This is an optimization exercise on Yosys and OpenROAD, whose aim is small area, not a production implementation.
Only simulation tests tie the RTL to the original design; equivalence was not proved.
Power and IR drop assume default switching activity.

**config.mk**
```make
export PLATFORM = sky130hd
export DESIGN_NAME = apb_mem_slave
export DESIGN_NICKNAME = apb_mem_slave
export VERILOG_FILES = /design/flow/design.v
export SDC_FILE = /design/flow/constraint.sdc
export NUM_CORES = 4
export LEC_CHECK = 0
export CAP_MARGIN = 20
export CORE_MARGIN = 2
export CORE_UTILIZATION = 30
export SLEW_MARGIN = 20
```
**constraint.sdc**
```tcl
create_clock -name core_clock -period 6.0 [get_ports {pclk}]
set_input_delay 1.2000 -clock core_clock [delete_from_list [all_inputs] [get_ports {pclk}]]
set_output_delay 1.2000 -clock core_clock [all_outputs]
set_load 0.01 [all_outputs]
```
**design.v**
```verilog
module apb_mem_slave #(
  parameter int ADDR_WIDTH  = 8,
  parameter int DATA_WIDTH  = 32,
  parameter int MEM_DEPTH   = 64,
  parameter int WAIT_STATES = 0
) (
  input  logic                  pclk,
  input  logic                  presetn,
  input  logic [ADDR_WIDTH-1:0] paddr,
  input  logic                  pselx,
  input  logic                  penable,
  input  logic                  pwrite,
  input  logic [DATA_WIDTH-1:0] pwdata,
  output logic [DATA_WIDTH-1:0] prdata,
  output logic                  pready,
  output logic                  pslave_error
);
  localparam int IDX_W = (MEM_DEPTH > 1) ? $clog2(MEM_DEPTH) : 1;
  localparam logic [ADDR_WIDTH:0] DEPTH_C = (ADDR_WIDTH+1)'(MEM_DEPTH);
  localparam logic [3:0] WS_C = 4'(WAIT_STATES);
  typedef enum logic [1:0] {
    S_IDLE     = 2'd0,
    S_WAIT     = 2'd1,
    S_COMPLETE = 2'd2
  } state_t;
  state_t                state, state_n;
  logic [3:0]            cnt, cnt_n;
  logic [IDX_W-1:0]      idx_q;
  logic                  write_q;
  logic                  err_q;
  logic [DATA_WIDTH-1:0] mem [MEM_DEPTH];
  logic                  err_in;
  logic                  latch;
  logic                  load;
  logic                  do_write;
  logic                  cur_err;
  logic                  cur_write;
  logic [IDX_W-1:0]      cur_idx;
  assign err_in = ({1'b0, paddr} >= DEPTH_C);
  assign cur_err   = (state == S_IDLE) ? err_in : err_q;
  assign cur_write = (state == S_IDLE) ? pwrite : write_q;
  assign cur_idx   = (state == S_IDLE) ? paddr[IDX_W-1:0] : idx_q;
  always_comb begin
    state_n  = state;
    cnt_n    = cnt;
    latch    = 1'b0;
    load     = 1'b0;
    do_write = 1'b0;
    case (state)
      S_IDLE: begin
        if (pselx && !penable) begin
          latch = 1'b1;
          if (WS_C == 4'd0) begin
            state_n = S_COMPLETE;
            load    = 1'b1;
          end else begin
            state_n = S_WAIT;
            cnt_n   = WS_C;
          end
        end
      end
      S_WAIT: begin
        if (!pselx) begin
          state_n = S_IDLE;
        end else if (penable) begin
          if (cnt <= 4'd1) begin
            state_n = S_COMPLETE;
            load    = 1'b1;
            cnt_n   = 4'd0;
          end else begin
            cnt_n = cnt - 4'd1;
          end
        end
      end
      S_COMPLETE: begin
        state_n  = S_IDLE;
        do_write = pselx && penable && write_q && !err_q;
      end
      default: state_n = S_IDLE;
    endcase
  end
  always_ff @(posedge pclk or negedge presetn) begin
    if (!presetn) begin
      state        <= S_IDLE;
      cnt          <= '0;
      idx_q        <= '0;
      write_q      <= 1'b0;
      err_q        <= 1'b0;
      prdata       <= '0;
      pready       <= 1'b0;
      pslave_error <= 1'b0;
      for (int i = 0; i < MEM_DEPTH; i++) begin
        mem[i] <= '0;
      end
    end else begin
      state        <= state_n;
      cnt          <= cnt_n;
      pready       <= load;
      pslave_error <= load && cur_err;
      if (latch) begin
        idx_q   <= paddr[IDX_W-1:0];
        write_q <= pwrite;
        err_q   <= err_in;
      end
      if (load && !cur_write) begin
        prdata <= cur_err ? '0 : mem[cur_idx];
      end
      if (do_write) begin
        mem[idx_q] <= pwdata;
      end
    end
  end
endmodule
```
**run.sh**
```bash
#!/bin/bash
# synth_recipe.tcl (not shown) runs the flow's synth.tcl, then flattens the netlist and writes it again
# the make line also repeats each setting of config.mk as NAME=value (left out here)
make -C /OpenROAD-flow-scripts/flow DESIGN_CONFIG=/design/flow/config.mk WORK_HOME=/design/flow/orfs CLKGATE_MAP_FILE= SYNTH_SCRIPT=/design/flow/synth_recipe.tcl finish
```
==> results.txt <==
share of the synthesized area in the top cell type 57.3%; critical path arrival 5.34 ns; Post-DP HPWL around 260000 um; Fmax achieved 220 MHz; CP Launch Type input port; CTS Buf Count 216; commonest non-fill, non-tap cell in the layout dfrtp_1; post-DR vias/cell 6.34; CTS clk-pin slew, worst paths 0.06 ns; Final nets 6722; first-pass GRT wire length between 500000 and 600000 um; Synth Area per Inst between 10 and 15 um^2; worst r2r src state[1]; wire per inst 39.8 um; final worst path period need ~4.5 ns; Max clock buf depth 3; Max FO, Critical Path 14; RSZ-0062 raised after global routing no; largest family of logic cells by synthesized area multiplexers; die width around 560 um; Worst Setup SP paddr[5]; Synth Instances between 6000 and 7000; register area about 52000 um^2; EDFF count, synth 0; clk latency of the worst-skew pair 0.90 ns; setup TNS 0 ns; clock root buffer clkbuf_16; DRC 0; placed cell count approximately 10000; max-slew violations 0; main flop type after synthesis dfrtp_1; period utilisation layout between 70% and 80%; commonest non-fill, non-tap cells in the layout 2091 x dfrtp_1, 2054 x mux2_2, 525 x a22oi_1; DRT antenna net count 0; Final Hold Fails 0; CP required 6.79 ns; htree depth 4; CTS resizes 0; via count 68800; vias in the first global route 66800; starting density of the core 30.2%; Compound-Gate Fraction of Synth Area 10.7%; Placement Rows just over 200; Fillers 29100; Initial DRT Pass Iterations 12; Layout area overhead 15.6%; Worst-Margin Slew 1.26 ns; mapped cell area just over 90000 um^2; CTS tree yes; clock sink count 2091; Crit Path Category input port to register; post-synthesis adder-cell area fraction 0%; Power Density between 200 and 300 nW/um^2; postcts setup bufs 0; leak pwr 0.0492 uW; Congestion Overflow GR 0; final setup vio count 0; max_cap viols 0; antenna violations before repair 44; Slew headroom 15.9%; PortBufs a little under 80; die height 556 um; yosys warns 2; Layout Cells excl Fill approximately 11000; Synth Area in Simple Gates 3.30%; VDD IR max ~0.35 mV; area leader, netlist dfrtp_1; Setup Skew 0.0489 ns; mux cell area share after synthesis 25.4%; ranking of synthesized cells by area dfrtp_1 57%, mux2_2 25%, a22oi_1 4.3%; Tot GR Track Use 27.4%; min-delay worst type input port to async pin; post-synth cell types 65; Syn Nets about 6700; GP Congestion 0.943; area of the multi-input gates 36700 um^2; Seq/Total Area, Yosys 57.3%; Hold-fix buffers, CTS 0; Ports 79; largest net degree at the start of global routing 137; XOR/XNOR Fraction of Synth Area 0%; die area 309000 um^2; Routed WL 432000 um; fraction of layout instances using a drive strength above 1 42.4%; Initial DRC Count 10900; CP endpoint kind register; run status finished clean; ys async rst share 100%; core area 303000 um^2; flops & latches, synth 2091
## cells in the mapped netlist, types with 5 or more instances
cell type and count:
dfrtp_1 2091, mux2_2 2054, a22oi_1 525, clkbuf_1 442, nand2_1 202, a22o_1 197
buf_2 183, a221oi_1 165, nand4_1 112, nor2_1 90, a222oi_1 75, buf_1 62
nand3_1 58, a32oi_1 49, o21ai_0 49, nor4_1 41, o22ai_1 32, a221o_1 26
a21oi_1 25, o21ai_1 24, nor3_1 20, and2_1 12, a2bb2oi_1 11, buf_6 11
and3_1 9, mux2i_1 9, nand3b_1 9, or3b_1 9, a2111oi_0 8, and4_1 7
o211ai_1 7, o2111ai_1 6, or3_1 5, or4_1 5
## worst max-delay path, cell delays in order
cell	delay, ns
clkdlybuf4s50_1	0.73
nand3b_1	0.44
buf_4	0.37
a222oi_1	0.98
buf_4	0.69
a221oi_1	0.29
nand4_1	0.33
nor4_1	0.10
a22oi_1	0.18
## metal layers
layer  global-route usage (%)  up-vias  wire [um]
met3                     8.88     1460      55700
li1                         -    25200          -
met1                     34.8    36800     160000
met4                     18.1       16      34100
met2                     39.7     5417     183000
met5                        0        -        277
## flip-flops by register name, indices dropped and copies added, names as in the netlist
register / flops
idx_q: 6
pready: 1
prdata: 32
write_q: 1
state: 1
err_q: 1
mem: 2048
pslave_error: 1
## metrics by stage
| step | setup WS (ns) | power (uW) | area, um^2 | utilization, % | hold slack, ns |
|---|---|---|---|---|---|
| 3_5_place_dp | 0.839 | 16400 | 98300 | 32.5 | 0.490 |
| 2_1_floorplan | 2.57 | 15300 | 91300 | - | 0.472 |
| 4_1_cts | 1.74 | 29700 | 105000 | 34.8 | 0.401 |
| 5_1_grt | 1.61 | 30400 | 106000 | 34.8 | 0.336 |
| 6_report | 1.45 | 29800 | 106000 | 34.9 | 0.304 |
| 3_3_place_gp | 0.401 | 16300 | 98300 | 32.5 | 0.482 |
## area by class of cell
type / count / share of cell area (%)
antenna: 27 / 0.0640
clock buffer: 330 / 6.10
clock inverter: 61 / 0.608
inverter: 4 / 0.0142
multi-input combinational: 3895 / 34.7
sequential: 2091 / 49.6
tap: 3978 / 4.71
timing repair buffer: 469 / 4.22
## power breakdown
part           switching, uW  total (uW)  internal, uW  leakage, uW
sequential               144       14500         14300       0.0292
clock                   5950       13600          7680      0.00350
combinational           1340        1720           384       0.0165
total                   7430       29800         22400       0.0492
## logic make-up (layout without fill, tap and decap cells)
kind of cell    Yosys count  count (layout)
flops                  2091            2091
mux                    2064            2064
compound gates         1232            1232
buf+inv                 705             864
simple gates            599             599
other cells               0              27
## worst paths after layout
check / to / slack [ns] / cells after the start
min in group core_clock: mem[27][12] / 0.50 / 1
hold reg to reg: mem[27][12] / 0.50 / 1
setup / recovery: prdata[30] / 1.45 / 9
setup reg to reg: prdata[30] / 1.61 / 8
hold / removal: mem[12][9] / 0.30 / 1
max in group asynchronous: mem[29][18] / 3.83 / 3

## static timing again, ports no longer ideal
In the flow no input, the clock included, has a driving cell. The finished layout below was timed again as built, in two steps.
Step 1 assumes that a clkbuf_16 drives the clock port and a buf_2 every other input.
Step 2 adds t to the input delays and takes it off the output delays; t is the mean of the earliest and latest rising clock arrival at the registers after step 1. Input paths then give back, and output paths get back, about the clock's delay inside the block.
Three values: ideal ports, drivers, drivers and shift; two values: the first two.
t (ns): 0.968
slack for setup (ns): 1.455 / 1.498 / 0.530
worst hold slack (ns): 0.304 / 0.305 / 0.504
worst setup path after step 2: input to register
slew at the worst register clock pin (ns): 0.07 / 0.07
After both steps this run still meets setup and hold. For this run, drivers alone change the setup slack by +0.043 ns; drivers and shift together by -0.925 ns.
